Background: an optimization exercise with open tools, aiming at small area and a short achievable clock period. Do not read the settings as production practice. In this exercise RTL edits were held to simulation tests only and were not proved equivalent to the original. Power is estimated from default activity; no workload was simulated.

==> flow/design.v, too long to show whole: its modules and the start of the top module <==
// module csa_fa: 10 lines
// module csa_ha: 9 lines
// module csa_fx: 12 lines
// module csa_x2: 7 lines
// module csa_hn: 9 lines
// module csa_xn: 7 lines
// module filter_tap_loader: 20 lines
// module horizontal_filter: 994 lines
// module row_result_store: 31 lines
// module vertical_filter: 398 lines
// module conv_top: 53 lines
module conv_top (
	input  logic    clk,
	input  logic    rst_n,
	input  logic    filter_valid,
	input  logic    image_valid,
	input  conv_pkg::sample_t in_data,
	output logic    out_valid,
	output conv_pkg::result_t out_data
);
  // ...
==> flow/run.sh <==
#!/bin/bash
# synth_recipe.tcl (not shown) runs the flow's synth.tcl, then flattens the netlist and writes it again
# the make line also repeats each setting of config.mk as NAME=value (left out here)
make -C /OpenROAD-flow-scripts/flow DESIGN_CONFIG=/design/flow/config.mk WORK_HOME=/design/flow/orfs CLKGATE_MAP_FILE= SYNTH_SCRIPT=/design/flow/synth_recipe.tcl finish
==> flow/config.mk <==
export PLATFORM = sky130hd
export DESIGN_NAME = conv_top
export DESIGN_NICKNAME = conv_top
export VERILOG_FILES = /design/flow/design.v
export SDC_FILE = /design/flow/constraint.sdc
export NUM_CORES = 4
export LEC_CHECK = 0
export ABC_CLOCK_PERIOD_IN_PS = 2050
export CAP_MARGIN = 20
export CORE_MARGIN = 2
export CORE_UTILIZATION = 40
export CTS_BUF_LIST = sky130_fd_sc_hd__clkbuf_16
export CTS_CLUSTER_DIAMETER = 150
export CTS_CLUSTER_SIZE = 25
export SETUP_SLACK_MARGIN = 2.45
export SLEW_MARGIN = 20
export SYNTH_HIERARCHICAL = 1
==> flow/constraint.sdc <==
create_clock -name core_clock -period 4.5 [get_ports {clk}]
set_input_delay 0.9000 -clock core_clock [delete_from_list [all_inputs] [get_ports {clk}]]
set_output_delay 0.9000 -clock core_clock [all_outputs]
set_load 0.01 [all_outputs]
==> results.txt, run 1 <==
fmax=488.5 MHz; height of the die=between 200 and 250 um; CP Capture Point=u_horizontal_filter.out_data[14]; final worst clock skew=14.11 ps; share of the cycle needed by the critical path after routing=45.49%; status=finished clean; Seq pwr share=40.6%; TritonCTS Buffers=21; post-CTS setup buffers=39; Mapped Cells=between 1000 and 1500; leading power group=combinational logic; Power Sequential=between 0.006 and 0.007 W; Clock transition at path regs=100 ps; combinational logic power=~0.0074 W; largest net degree at the start of global routing=59; CTS Hold Bufs=0; overflow left after global routing=0; Starting Density=40.55%; Syn Std Cell Area=0.01844 sq mm; fraction of area in multi-input gates=38.18%; critical-path maximum fanout=3; antenna-violating nets left=0; met2 usage=24.39%; hold path cells=0; post-CTS sizing=53; max cap viols=0; met3 WL=around 1200 um; Slew headroom=roughly 34%; CTS tree=built; r2r setup slk=2450 ps; Critical Path Stages=7; Startpoint Class=flop; ClkCell Share=slightly below 3%; final setup fails=0; Top delay family on crit path=simple AND/OR/NAND/NOR gates; sequential share of cell area=51.83%; WP buf/inv=1; clk_buf instances=21
==> run 2: changes to the inputs <==
==> flow/config.mk (replaced) <==
export PLATFORM = sky130hd
export DESIGN_NAME = conv_top
export DESIGN_NICKNAME = conv_top
export VERILOG_FILES = /design/flow/design.v
export SDC_FILE = /design/flow/constraint.sdc
export NUM_CORES = 4
export LEC_CHECK = 0
export ABC_CLOCK_PERIOD_IN_PS = 2250
export CAP_MARGIN = 20
export CORE_MARGIN = 2
export CORE_UTILIZATION = 40
export CTS_BUF_LIST = sky130_fd_sc_hd__clkbuf_16
export CTS_CLUSTER_DIAMETER = 150
export CTS_CLUSTER_SIZE = 25
export SETUP_SLACK_MARGIN = 2.25
export SLEW_MARGIN = 20
export SYNTH_HIERARCHICAL = 1
==> results.txt, run 2 <==
Core Box Area=0.04548 sq mm (unchanged); TNS Setup=0 ps (unchanged); crit path time final=2185 ps (was 2047 ps); VDD IR max=0.3485 mV (was 0.4195 mV); standard-cell rows=78 (unchanged); TritonCTS Buffers=21 (unchanged); Worst R2R Path Depth=5 (was 7); r2r setup slk=2310 ps (was 2450 ps); flip-flop and latch area=0.01058 sq mm (about the same); status=finished clean (unchanged); layout cells sized above 1=5.745% (was 12.67%); worst slew pin tran=1006 ps (was 993.2 ps); Clock transition at path regs=100 ps (about the same); max-slew violations=0 (unchanged); Mapped Cells=1246 (unchanged); DRT met1 WL=15120 um (was 15290 um); Static Leak=7.591 nW (was 7.730 nW); Hold Path Class=reg2reg (unchanged); largest net degree at the start of global routing=73 (was 59); top sig layer=met4 (unchanged); Critical Path Sink Type=flop (unchanged); DIE WIDTH=218.7 um (unchanged); Top-Level Pins=25 (unchanged); CTS Hold Bufs=0 (unchanged); vias in the first global route=9589 (was 9926); Starting Density=40.55% (unchanged); CTS tree=built (unchanged); pwr/cell area=785.5 mW/mm^2 (was 784.3 mW/mm^2); top flop regs=u_row_result_store.dl: 128 flops, u_horizontal_filter.rt_s1: 67 flops (unchanged); reg2reg start=u_filter_tap_loader.sr[30] (was u_horizontal_filter.rt_s2[23]); Hold Path Sink=u_horizontal_filter.win[3][6] (was u_horizontal_filter.win[3][7]); height of the die=218.7 um (unchanged); die area=0.04783 sq mm (unchanged); Biggest register=u_row_result_store.dl (unchanged); final worst clock skew=11.86 ps (was 14.11 ps); R2R Path End=u_horizontal_filter.rt_s1[35] (was u_horizontal_filter.out_data[14]); post-DP HPWL=23040 um (was 23480 um); Clock Latency Late Sink=550 ps (was 560 ps); CP required=4950 ps (about the same); NumNets Final=1522 (was 1552); met3 WL=1201 um (was 1213 um); Syn Std Cell Area=0.01844 sq mm (unchanged); area of the multi-input gates=0.007590 sq mm (was 0.007795 sq mm); overflow left after global routing=0 (unchanged); first-pass GRT wire length=52640 um (was 53880 um); H-Tree Depth=1 (unchanged); Syn Nets=1492 (unchanged); share of the cycle needed by the critical path after routing=48.56% (was 45.49%); hold path startpoint=u_vertical_filter.cs[6] (was u_vertical_filter.cs[7]); Filler Cell Count=4137 (was 4132); crit path kind=reg2reg (unchanged); Routed WL per cell=17.01 um (was 17.19 um); antenna-violating nets left=0 (unchanged); fmax=457.6 MHz (was 488.5 MHz); 1st-iter DRT viols=492 (was 475); end-of-flow core utilization=43.97% (was 44.89%); final hold violation count=0 (unchanged); critical-path maximum fanout=6 (was 3); Slew headroom=32.91% (was 33.78%); drt drc=0 (unchanged); final setup fails=0 (unchanged); Vias=8846 (was 8980); TritonCTS Sinks=441 (unchanged); max FFs per register=128 (unchanged); number of diodes=0 (unchanged); number of iterations in the first detailed-routing pass=6 (was 4); met2 WL post-DR=15260 um (was 15830 um); Critical Path AT=2630 ps (was 2500 ps); clock buffer depth=3 (unchanged); initial antenna violation count=0 (was 1); max cap viols=0 (unchanged); DR vias/cell=4.685 (was 4.682); unrepaired setup endpoints after global routing=true (unchanged); commonest cells after routing, fill and taps aside=dfxtp_1, nand2_1, fa_1 (unchanged); hold path cells=0 (unchanged); Area growth syn-to-layout=8.454% (was 10.72%); Mean Syn Cell Area=14.80 sq um (unchanged); Ys Warns=12 (unchanged); IO buf count=24 (unchanged); routability-driven placement congestion ratio=0.8280 (was 0.8373); Post-Route WL=32120 um (was 32970 um); most common cell after layout, fill and taps aside=dfxtp_1 (unchanged); Startpoint Class=flop (unchanged); CTS root buffer=clkbuf_16 (unchanged); Overall Global Routing Usage=14.09% (was 14.48%)
run 2: through the flow:
| step | instance area [sq um] | setup slack [ps] | power (W) | cells | hold slack, ps |
|---|---|---|---|---|---|
| after floorplan | 18450 | 2245 | 0.01175 | 1246 | 309.6 |
| after global placement | 19230 | 1659 | 0.01365 | 1832 | 310.6 |
| after detailed placement | 19230 | 1604 | 0.01379 | 1832 | 312.1 |
| after CTS | 19870 | 2111 | 0.01590 | 1871 | 331.9 |
| after global routing | 20000 | 2208 | 0.01715 | 1888 | 340.2 |
| final | 20000 | 2315 | 0.01571 | 1888 | 329.0 |
run 2: metal layers:
metal	vias to the layer above	track usage, %
li1	4136	-
met1	4543	19.58
met2	132	23.43
met3	35	2.018
met4	0	3.333
met5	-	0
run 2: cell type report:
cell class                      instances  share of cell area, %
Timing Repair Buffer                   48                  2.121
Sequential cell                       441                  52.90
Clock buffer                           21                  2.628
Inverter                               14                 0.2628
Clock inverter                         14                 0.3816
Tap cell                              600                  3.754
Multi-Input combinational cell        750                  37.95
run 2: worst max-delay path, stage by stage (launching register included):
cell      delay (ps)
edfxtp_1         540
buf_2            250
nand2_1          100
fa_1             500
fa_1             480
a22o_1           210
run 2: worst max path at each step:
| stage | start | end | slack [ps] |
|---|---|---|---|
| finish | u_filter_tap_loader.sr[30] | u_horizontal_filter.rt_s1[35] | 2310 |
| global route | u_horizontal_filter.win[1][6] | u_horizontal_filter.rt_s1[54] | 2210 |
| CTS | u_horizontal_filter.out_data[0] | out_data[0] | 2110 |
| detailed placement | in_data[0] | u_vertical_filter.ct_s0[19] | 1600 |
| global placement | in_data[2] | u_vertical_filter.ct_s0[31] | 1660 |
| floorplan | in_data[1] | u_vertical_filter.ct_s0[31] | 2240 |
run 2: what timing repair did:
item                                   4_1_cts  5_1_grt
endpoints found under the hold margin        0        0
resized for setup                           21        5
setup endpoints to repair                   24       11
buffers inserted                             4       17
pin swaps                                    0        3
run 2: power by group:
group	total (W)	internal, W	switching, W
combinational	0.00710	0.00348	0.00362
clock	0.00210	0.000891	0.00121
sequential	0.00651	0.00563	0.000876
==> run 3: changes to the inputs <==
==> flow/config.mk (replaced) <==
export PLATFORM = sky130hd
export DESIGN_NAME = conv_top
export DESIGN_NICKNAME = conv_top
export VERILOG_FILES = /design/flow/design.v
export SDC_FILE = /design/flow/constraint.sdc
export NUM_CORES = 4
export LEC_CHECK = 0
export ABC_CLOCK_PERIOD_IN_PS = 1900
export CAP_MARGIN = 20
export CORE_MARGIN = 2
export CORE_UTILIZATION = 40
export CTS_BUF_LIST = sky130_fd_sc_hd__clkbuf_16
export CTS_CLUSTER_DIAMETER = 150
export CTS_CLUSTER_SIZE = 25
export SETUP_SLACK_MARGIN = 2.6
export SLEW_MARGIN = 20
export SYNTH_HIERARCHICAL = 1
==> results.txt, run 3 <==
IO buf count=24 (unchanged); critical-path maximum fanout=3 (was 6); share of the cycle needed by the critical path after routing=46.44% (was 48.56%); Design Area, Final=0.02129 sq mm (was 0.02000 sq mm); final setup fails=0 (unchanged); TNS Setup=0 ps (unchanged); VDD IR max=0.3954 mV (was 0.3485 mV); commonest cells after routing, fill and taps aside=dfxtp_1, nand2_1, edfxtp_1 (was dfxtp_1, nand2_1, fa_1); Placement Cell Area=0.01933 sq mm (was 0.01923 sq mm); DIE WIDTH=218.7 um (unchanged); Syn Nets=1492 (unchanged); height of the die=218.7 um (unchanged); drt drc=0 (unchanged); first-pass GRT wire length=54000 um (was 52640 um); max FFs per register=128 (unchanged); worst slew pin tran=991.3 ps (was 1006 ps); Routed WL per cell=17.29 um (was 17.01 um); Seq pwr share=39.4% (was 41.4%); crit path time final=2090 ps (was 2185 ps); cell chain of the critical path=or2_1, ha_1, inv_1, or4_1, o221ai_2, a21oi_2, xnor2_1 (was buf_2, nand2_1, fa_1, fa_1, a22o_1); Starting Density=40.55% (unchanged); Worst R2R Path Depth=7 (was 5); P_int=0.01059 W (was 0.01000 W); logic gate share of total power=47.5% (was 45.2%); CTS tree=built (unchanged); Startpoint Class=flop (unchanged); 1st-iter DRT viols=457 (was 492); layout cells sized above 1=24.45% (was 5.745%); fmax=478.5 MHz (was 457.6 MHz); Critical Path Sink Type=flop (unchanged); unrepaired setup endpoints after global routing=true (unchanged); die area=0.04783 sq mm (unchanged); R2R Path End=u_horizontal_filter.out_data[14] (was u_horizontal_filter.rt_s1[35]); max-slew violations=0 (unchanged); standard-cell rows=78 (unchanged); routability-driven placement congestion ratio=0.8366 (was 0.8280); TritonCTS Buffers=21 (unchanged); antenna-violating nets left=0 (unchanged); DR vias/cell=4.730 (was 4.685); Worst path max stage delay=570 ps (was 540 ps); largest net degree at the start of global routing=79 (was 73); vias in the first global route=9835 (was 9589); Sw Ratio=36.34% (about the same); final hold violation count=0 (unchanged); Hold Path Class=reg2reg (unchanged); CTS Hold Bufs=0 (unchanged); H-Tree Depth=1 (unchanged); overflow left after global routing=0 (unchanged); Mapped Cells=1246 (unchanged); dpl cells=1831 (was 1832); Post-Route WL=33780 um (was 32120 um); Overall Global Routing Usage=14.46% (was 14.09%); reg2reg start=u_horizontal_filter.rt_s2[23] (was u_filter_tap_loader.sr[30]); r2r setup slk=2410 ps (was 2310 ps); NumNets Final=1588 (was 1522); clock buffer depth=3 (unchanged); Clock Latency Late Sink=560 ps (was 550 ps); Slew headroom=33.91% (was 32.91%); Top-Level Pins=25 (unchanged); Slowest-stage cell, CP=or4_1 (was edfxtp_1); number of iterations in the first detailed-routing pass=5 (was 6); pwr/cell area=781.6 mW/mm^2 (was 785.5 mW/mm^2); status=finished clean (unchanged); Critical Path AT=2540 ps (was 2630 ps); max cap viols=0 (unchanged); crit path kind=reg2reg (unchanged); Mean Syn Cell Area=14.80 sq um (unchanged); Biggest register=u_row_result_store.dl (unchanged); number of diodes=0 (unchanged); Psw=0.006047 W (was 0.005709 W); final worst clock skew=20.20 ps (was 11.86 ps); Core Box Area=0.04548 sq mm (unchanged); Static Leak=8.026 nW (was 7.591 nW); Filler Cell Count=4036 (was 4137); hold path startpoint=u_horizontal_filter.rt_s1[1] (was u_vertical_filter.cs[6]); top flop regs=u_row_result_store.dl: 128 flops, u_horizontal_filter.rt_s1: 67 flops (unchanged); clock share of power=13.1% (was 13.4%); initial antenna violation count=0 (unchanged); CTS root buffer=clkbuf_16 (unchanged); Area growth syn-to-layout=15.44% (was 8.454%); most common cell after layout, fill and taps aside=dfxtp_1 (unchanged); Clock transition at path regs=100 ps (about the same); CP startpoint=u_horizontal_filter.rt_s2[23] (was u_filter_tap_loader.sr[30]); post-DP HPWL=23040 um (about the same); Vias=9243 (was 8846); Syn Std Cell Area=0.01844 sq mm (unchanged); Ys Warns=12 (unchanged); CP Capture Point=u_horizontal_filter.out_data[14] (was u_horizontal_filter.rt_s1[35]); TritonCTS Sinks=441 (unchanged); CP required=4950 ps (about the same); Finished Layout Cells=1954 (was 1888)
## run 3: cell count changes in the layout (fill, tap and decap cells not counted), sizes merged
cell and delta:
buf +80, dlygate4sd2 -18, clkdlybuf4s15 +5, clkbuf +2, clkdlybuf4s50 -1, dlymetal6s2s -1
inv -1
## run 3: cell type report
cell class	instances	area, sq um	share of cell area (%)
Sequential cell	441	10610	49.84
Timing Repair Buffer	114	1040	4.885
Multi-Input combinational cell	750	8203	38.54
Clock buffer	22	550.5	2.586
Tap cell	600	750.7	3.527
Inverter	14	52.55	0.2469
Clock inverter	13	80.08	0.3762
## run 3: routing by layer
metal / global-route usage, % / vias to the layer above / share of wire (%)
li1: - / 4252 / -
met2: 24.25 / 141 / 49
met5: 0 / - / 0
met1: 19.74 / 4803 / 46
met4: 3.581 / 0 / 2.0
met3: 2.241 / 47 / 3.7
## run 3: stage by stage
stage / hold slack [ps] / total power, W / setup WS (ps) / utilization (%)
2_1_floorplan: 309.6 / 0.01181 / 2294 / -
3_3_place_gp: 310.9 / 0.01371 / 1665 / 42.51
3_5_place_dp: 312.1 / 0.01385 / 1625 / 42.51
4_1_cts: 327.3 / 0.01619 / 2392 / 45.35
5_1_grt: 340.4 / 0.01816 / 2278 / 46.81
6_report: 328.7 / 0.01664 / 2410 / 46.81
## run 3: worst max-delay path, delay by kind of cell (launching register included)
family | cells | cell delay [ps]
DFF | 1 | 330
and+or+nand+nor | 2 | 790
buffers and inverters | 1 | 90
AOI/OAI and AO/OA | 2 | 340
xor gates and xnor gates | 1 | 120
adders and majority gates | 1 | 310
## run 3: power groups by stage
stage | Sequential [W] | Combinational (W) | Clock, W
after floorplan | 0.00631 | 0.00550 | 0
after global placement | 0.00660 | 0.00711 | 0
after detailed placement | 0.00662 | 0.00723 | 0
after CTS | 0.00651 | 0.00741 | 0.00228
after global routing | 0.00672 | 0.00903 | 0.00241
final | 0.00656 | 0.00790 | 0.00218
## run 3: how the worst min path moves through the flow
stage	to	depth (start not counted)
after floorplan	u_horizontal_filter.rt_s2[0]	0
after global placement	u_horizontal_filter.win[3][5]	0
after detailed placement	u_horizontal_filter.rt_s2[1]	0
after CTS	u_horizontal_filter.rt_s2[1]	0
after global routing	u_horizontal_filter.rt_s2[0]	0
final	u_horizontal_filter.rt_s2[1]	0
## run 3: what timing repair did
action                     4_1_cts  5_1_grt
buffers inserted                62       24
pin swaps                       35       86
resized for setup              145      134
setup endpoints to repair      119       80
cloned                           0        2
==> run 4: changes to the inputs <==
==> flow/config.mk (replaced) <==
export PLATFORM = sky130hd
export DESIGN_NAME = conv_top
export DESIGN_NICKNAME = conv_top
export VERILOG_FILES = /design/flow/design.v
export SDC_FILE = /design/flow/constraint.sdc
export NUM_CORES = 4
export LEC_CHECK = 0
export ABC_CLOCK_PERIOD_IN_PS = 2150
export CAP_MARGIN = 20
export CORE_MARGIN = 2
export CORE_UTILIZATION = 40
export CTS_BUF_LIST = sky130_fd_sc_hd__clkbuf_16
export CTS_CLUSTER_DIAMETER = 150
export CTS_CLUSTER_SIZE = 25
export SETUP_SLACK_MARGIN = 2.35
export SLEW_MARGIN = 20
export SYNTH_HIERARCHICAL = 1
==> results.txt, run 4 <==
antenna-violating nets left=0 (unchanged); standard-cell rows=78 (unchanged); Starting Density=40.55% (unchanged); NumNets Final=1536 (was 1588); Area growth syn-to-layout=9.432% (was 15.44%); die area=0.04783 sq mm (unchanged); VDD IR max=0.3288 mV (was 0.3954 mV); max cap viols=0 (unchanged); vias in the first global route=9554 (was 9835); Top-Level Pins=25 (unchanged); post-DP HPWL=23060 um (was 23040 um); critical-path maximum fanout=6 (was 3); share of the cycle needed by the critical path after routing=46.55% (was 46.44%); commonest cells after routing, fill and taps aside=dfxtp_1, nand2_1, fa_1 (was dfxtp_1, nand2_1, edfxtp_1); Placement Cell Area=0.01925 sq mm (was 0.01933 sq mm); Worst R2R Path Depth=5 (was 7); hold path cells=0 (unchanged); most common cell after layout, fill and taps aside=dfxtp_1 (unchanged); Startpoint Class=flop (unchanged); DIE WIDTH=218.7 um (unchanged); largest net degree at the start of global routing=65 (was 79); Filler Cell Count=4058 (was 4036); crit path kind=reg2reg (unchanged); final hold violation count=0 (unchanged); Slew headroom=35.05% (was 33.91%); status=finished clean (unchanged); Syn Nets=1492 (unchanged); clock buffer depth=3 (unchanged); max-slew violations=0 (unchanged); height of the die=218.7 um (unchanged); routability-driven placement congestion ratio=0.8245 (was 0.8366); Overall Global Routing Usage=14.01% (was 14.46%); Post-Route WL=31950 um (was 33780 um); overflow left after global routing=0 (unchanged); Core Box Area=0.04548 sq mm (unchanged); Critical Path AT=2530 ps (was 2540 ps); CTS tree=built (unchanged); worst slew pin tran=974.3 ps (was 991.3 ps); first-pass GRT wire length=52410 um (was 54000 um); Biggest register=u_row_result_store.dl (unchanged); Ys Warns=12 (unchanged); Static Leak=7.658 nW (was 8.026 nW); IO buf count=24 (unchanged); Critical Path Sink Type=flop (unchanged); end-of-flow core utilization=44.37% (was 46.81%); pwr/cell area=783.0 mW/mm^2 (was 781.6 mW/mm^2); DR vias/cell=4.664 (was 4.730); 1st-iter DRT viols=603 (was 457); max FFs per register=128 (unchanged); fmax=477.4 MHz (was 478.5 MHz); Design Area, Final=0.02018 sq mm (was 0.02129 sq mm); Mapped Cells=1246 (unchanged); TritonCTS Sinks=441 (unchanged); Vias=8870 (was 9243); H-Tree Depth=1 (unchanged); CTS root buffer=clkbuf_16 (unchanged); final setup fails=0 (unchanged); final worst clock skew=20.72 ps (was 20.20 ps); layout cells sized above 1=8.372% (was 24.45%); number of iterations in the first detailed-routing pass=5 (unchanged); initial antenna violation count=0 (unchanged); TNS Setup=0 ps (unchanged); Hold Path Class=reg2reg (unchanged); crit path time final=2095 ps (was 2090 ps); top flop regs=u_row_result_store.dl: 128 flops, u_horizontal_filter.rt_s1: 67 flops (unchanged); unrepaired setup endpoints after global routing=true (unchanged); drt drc=0 (unchanged); Mean Syn Cell Area=14.80 sq um (unchanged); Routed WL per cell=16.80 um (was 17.29 um); CP required=4940 ps (was 4950 ps); number of diodes=0 (unchanged); Syn Std Cell Area=0.01844 sq mm (unchanged); Clock Latency Late Sink=560 ps (about the same); TritonCTS Buffers=21 (unchanged); Clock transition at path regs=110 ps (was 100 ps)
## run 4: power breakdown
| group | leakage, nW | internal [W] | switching (W) |
|---|---|---|---|
| logic | 3.32 | 0.00352 | 0.00369 |
| registers | 4.00 | 0.00564 | 0.000872 |
| clock network | 0.333 | 0.000864 | 0.00122 |
## run 4: repair_timing
item | 4_1_cts | 5_1_grt
setup endpoints to repair | 38 | 23
pin swaps | 3 | 8
buffers inserted | 21 | 13
resized for setup | 26 | 17
hold buffers | 0 | 0
## run 4: path summary, 6_finish.rpt
check / startpoint / endpoint / slack [ps]
worst max-delay path: u_filter_tap_loader.sr[28] / u_horizontal_filter.rt_s1[61] / 2410
min in group asynchronous: rst_n / u_row_result_store.pix_pos[3] / 690
worst min-delay path: u_horizontal_filter.rt_s1[3] / u_horizontal_filter.rt_s2[3] / 320
worst min register to register: u_horizontal_filter.rt_s1[3] / u_horizontal_filter.rt_s2[3] / 320
max in group asynchronous: rst_n / u_row_result_store.pix_pos[2] / 3430
worst max register to register: u_filter_tap_loader.sr[28] / u_horizontal_filter.rt_s1[61] / 2410
## run 4: stage by stage
step                instances  power, W  worst slack (ps)  hold WS [ps]
detailed placement       1833   0.01380              1653         312.1
global placement         1833   0.01365              1666         311.0
CTS                      1889   0.01591              2364         313.3
finish                   1902   0.01580              2405         322.2
floorplan                1246   0.01176              2294         309.6
global route             1902   0.01720              2342         337.4
## run 4: worst max-delay path: stages, from the launching register on
cell and delay (ps):
edfxtp_1 530, buf_4 190, and2_1 160, fa_1 460
fa_1 430, a22o_1 200
## run 4: final cells by class
| class | instances | area [sq um] | share of cell area (%) |
|---|---|---|---|
| timing repair buffer | 62 | 531.8 | 2.635 |
| clock inverter | 14 | 65.06 | 0.3224 |
| inverter | 14 | 52.55 | 0.2604 |
| tap | 600 | 750.7 | 3.720 |
| multi-input combinational | 750 | 7670 | 38.01 |
| clock buffer | 21 | 525.5 | 2.604 |
| sequential | 441 | 10580 | 52.45 |
## run 4: metal layers
layer  up-vias  share of wire, %  track usage, %
met4         0               1.5           3.018
li1       4160                 -               -
met2       144                48           23.59
met5         -                 0               0
met3        41               3.8           1.893
met1      4525                47           19.42
==> run 5: changes to the inputs <==
--- a/flow/config.mk
+++ b/flow/config.mk
@@ -10,8 +10,9 @@
 export CORE_MARGIN = 2
 export CORE_UTILIZATION = 40
 export CTS_BUF_LIST = sky130_fd_sc_hd__clkbuf_16
-export CTS_CLUSTER_DIAMETER = 150
-export CTS_CLUSTER_SIZE = 25
+export CTS_CLUSTER_DIAMETER = 120
+export CTS_CLUSTER_SIZE = 30
+export PLACE_DENSITY = 0.75
 export SETUP_SLACK_MARGIN = 2.35
 export SLEW_MARGIN = 20
 export SYNTH_HIERARCHICAL = 1
==> results.txt, run 5 <==
status=finished clean (unchanged); H-Tree Depth=1 (unchanged); commonest cells after routing, fill and taps aside=dfxtp_1, nand2_1, fa_1 (unchanged); final hold violation count=0 (unchanged); Core Box Area=0.04548 sq mm (unchanged); standard-cell rows=78 (unchanged); most common cell after layout, fill and taps aside=dfxtp_1 (unchanged); share of the cycle needed by the critical path after routing=46.56% (was 46.55%); CTS root buffer=clkbuf_16 (unchanged); final worst clock skew=22.74 ps (was 20.72 ps); pwr/cell area=786.8 mW/mm^2 (was 783.0 mW/mm^2); Mapped Cells=1246 (unchanged); Static Leak=7.611 nW (was 7.658 nW); 1st-iter DRT viols=659 (was 603); Startpoint Class=flop (unchanged); top flop regs=u_row_result_store.dl: 128 flops, u_horizontal_filter.rt_s1: 67 flops (unchanged); die area=0.04783 sq mm (unchanged); Critical Path Sink Type=flop (unchanged); DIE WIDTH=218.7 um (unchanged); vias in the first global route=9787 (was 9554); Worst R2R Path Depth=6 (was 5); height of the die=218.7 um (unchanged); CTS tree=built (unchanged); NumNets Final=1528 (was 1536); IO buf count=24 (unchanged); max-slew violations=0 (unchanged); Hold Path Sink=u_horizontal_filter.rt_s2[2] (was u_horizontal_filter.rt_s2[3]); Clock Latency Late Sink=550 ps (was 560 ps); R2R Path End=u_horizontal_filter.rt_s1[41] (was u_horizontal_filter.rt_s1[61]); TNS Setup=0 ps (unchanged); overflow left after global routing=0 (unchanged); final setup fails=0 (unchanged); Syn Nets=1492 (unchanged); TritonCTS Sinks=441 (unchanged); Top-Level Pins=25 (unchanged); r2r setup slk=2400 ps (was 2410 ps); initial antenna violation count=0 (unchanged); VDD IR max=0.3420 mV (was 0.3288 mV); routability-driven placement congestion ratio=0.8692 (was 0.8245); crit path kind=reg2reg (unchanged); DR vias/cell=4.744 (was 4.664); Slew headroom=32.63% (was 35.05%); Worst path max stage delay=500 ps (was 530 ps); number of iterations in the first detailed-routing pass=7 (was 5); TritonCTS Buffers=19 (was 21); Syn Std Cell Area=0.01844 sq mm (unchanged); largest net degree at the start of global routing=74 (was 65); fmax=477.3 MHz (was 477.4 MHz); Finished Layout Cells=1893 (was 1902); Area growth syn-to-layout=9.106% (was 9.432%); Hold Path Class=reg2reg (unchanged); reg2reg start=u_filter_tap_loader.sr[26] (was u_filter_tap_loader.sr[28]); worst slew pin tran=1011 ps (was 974.3 ps); Starting Density=40.55% (unchanged); Routed WL per cell=16.34 um (was 16.80 um); hold path cells=0 (unchanged); CTS Hold Bufs=0 (unchanged); Filler Cell Count=4040 (was 4058); Clock transition at path regs=110 ps (about the same); CP required=4940 ps (about the same); post-DP HPWL=22230 um (was 23060 um); hold path startpoint=u_horizontal_filter.rt_s1[2] (was u_horizontal_filter.rt_s1[3]); critical-path maximum fanout=5 (was 6); clock buffer depth=3 (unchanged); Biggest register=u_row_result_store.dl (unchanged); Overall Global Routing Usage=13.54% (was 14.01%); first-pass GRT wire length=51260 um (was 52410 um); drt drc=0 (unchanged); number of diodes=0 (unchanged); Post-Route WL=30930 um (was 31950 um); layout cells sized above 1=8.043% (was 8.372%); unrepaired setup endpoints after global routing=false (was true); max cap viols=0 (unchanged); Slowest-stage cell, CP=edfxtp_1 (unchanged); Mean Syn Cell Area=14.80 sq um (unchanged); cell chain of the critical path=buf_4, buf_4, nand2_1, fa_1, fa_1, a22o_1 (was buf_4, and2_1, fa_1, fa_1, a22o_1); antenna-violating nets left=0 (unchanged); crit path time final=2095 ps (about the same); total chip power=0.01583 W (was 0.01580 W); dpl cells=1832 (was 1833); Ys Warns=12 (unchanged); Vias=8981 (was 8870); Critical Path AT=2530 ps (about the same); max FFs per register=128 (unchanged)
==> run 5: timing repair <==
| action | CTS | global route |
|---|---|---|
| setup endpoints to repair | 35 | 18 |
| resized for setup | 22 | 21 |
| pin swaps | 0 | 4 |
| hold endpoints to repair | 0 | 0 |
| setup buffers | 10 | 19 |
==> run 5: power breakdown <==
| part | total, W | internal [W] | switching (W) |
|---|---|---|---|
| Clock | 0.00205 | 0.000843 | 0.00121 |
| Combinational | 0.00727 | 0.00355 | 0.00372 |
| Sequential | 0.00650 | 0.00563 | 0.000869 |
==> run 5: how the worst max path moves through the flow <==
stage	start	endpoint	slack, ps
floorplan	in_data[0]	u_vertical_filter.ct_s0[19]	2290
global placement	in_data[0]	u_vertical_filter.ct_s0[19]	1660
detailed placement	in_data[0]	u_vertical_filter.ct_s0[19]	1620
CTS	u_filter_tap_loader.sr[24]	u_horizontal_filter.rt_s1[59]	2350
global route	u_filter_tap_loader.sr[37]	u_horizontal_filter.rt_s0[7]	2360
finish	u_filter_tap_loader.sr[26]	u_horizontal_filter.rt_s1[41]	2400
==> run 5: layout make-up <==
class                           count  area [sq um]  share of cell area (%)
Sequential cell                   441         10580                   52.60
Multi-Input combinational cell    750          7690                   38.22
Clock inverter                     12         82.58                  0.4104
Inverter                           14         52.55                  0.2612
Timing Repair Buffer               56         460.4                   2.289
Clock buffer                       20         500.5                   2.488
Tap cell                          600         750.7                   3.731
==> run 5: routing by layer <==
| layer | track usage, % | up-vias | wire length [um] |
|---|---|---|---|
| li1 | - | 4128 | - |
| met1 | 18.09 | 4594 | 13710 |
| met2 | 23.05 | 219 | 15150 |
| met3 | 2.004 | 40 | 1477 |
| met4 | 3.761 | 0 | 591 |
| met5 | 0 | - | 0 |
==> run 5: worst max-delay path, delay by kind of cell (launching register included) <==
kind	cells	cell delay, ps
AOI/OAI and AO/OA	1	200
adders and majority gates	2	920
and+or+nand+nor	1	80
DFF	1	500
buffers and inverters	2	280
==> run 5: metrics by stage <==
step | utilization [%] | setup WS (ps) | instance area, sq um | hold slack (ps)
floorplan | - | 2294 | 18490 | 309.6
global placement | 42.30 | 1664 | 19240 | 311.4
detailed placement | 42.30 | 1622 | 19240 | 312.1
CTS | 43.75 | 2350 | 19900 | 334.2
global route | 44.24 | 2359 | 20120 | 341.8
finish | 44.24 | 2405 | 20120 | 333.9

[what the ideal ports hide]
The results above use ideal ports. As a check the final layouts listed here were re-extracted and re-timed, cells and wires unchanged. Step 1 (the two cells are an assumption about what drives the block):
set clk [get_ports {clk}]
set_driving_cell -lib_cell sky130_fd_sc_hd__clkbuf_16 $clk
set_driving_cell -lib_cell sky130_fd_sc_hd__buf_2 [delete_from_list [all_inputs] $clk]
Step 2 times the ports against the registers' clock, not the clock port: input delays grow and output delays shrink by t, the midpoint of the rising clock arrivals with the driver on. Three values: ideal ports, drivers, drivers and shift; two values: the first two.
| run | t, ns | slack for setup (ns) | worst register clock-pin slew, ns |
|---|---|---|---|
| run 1 | 0.599 | 2.453 / 2.443 / 1.940 | 0.10 / 0.10 |
| run 2 | 0.599 | 2.315 / 2.315 / 1.877 | 0.10 / 0.10 |
| run 3 | 0.605 | 2.410 / 2.410 / 1.980 | 0.10 / 0.10 |
| run 4 | 0.601 | 2.405 / 2.372 / 1.905 | 0.11 / 0.11 |
| run 5 | 0.587 | 2.405 / 2.373 / 1.863 | 0.12 / 0.12 |
After both steps setup and hold are still met in every run listed. For run 5, which loses most, drivers alone change the setup slack by -0.032 ns; drivers and shift together by -0.542 ns.
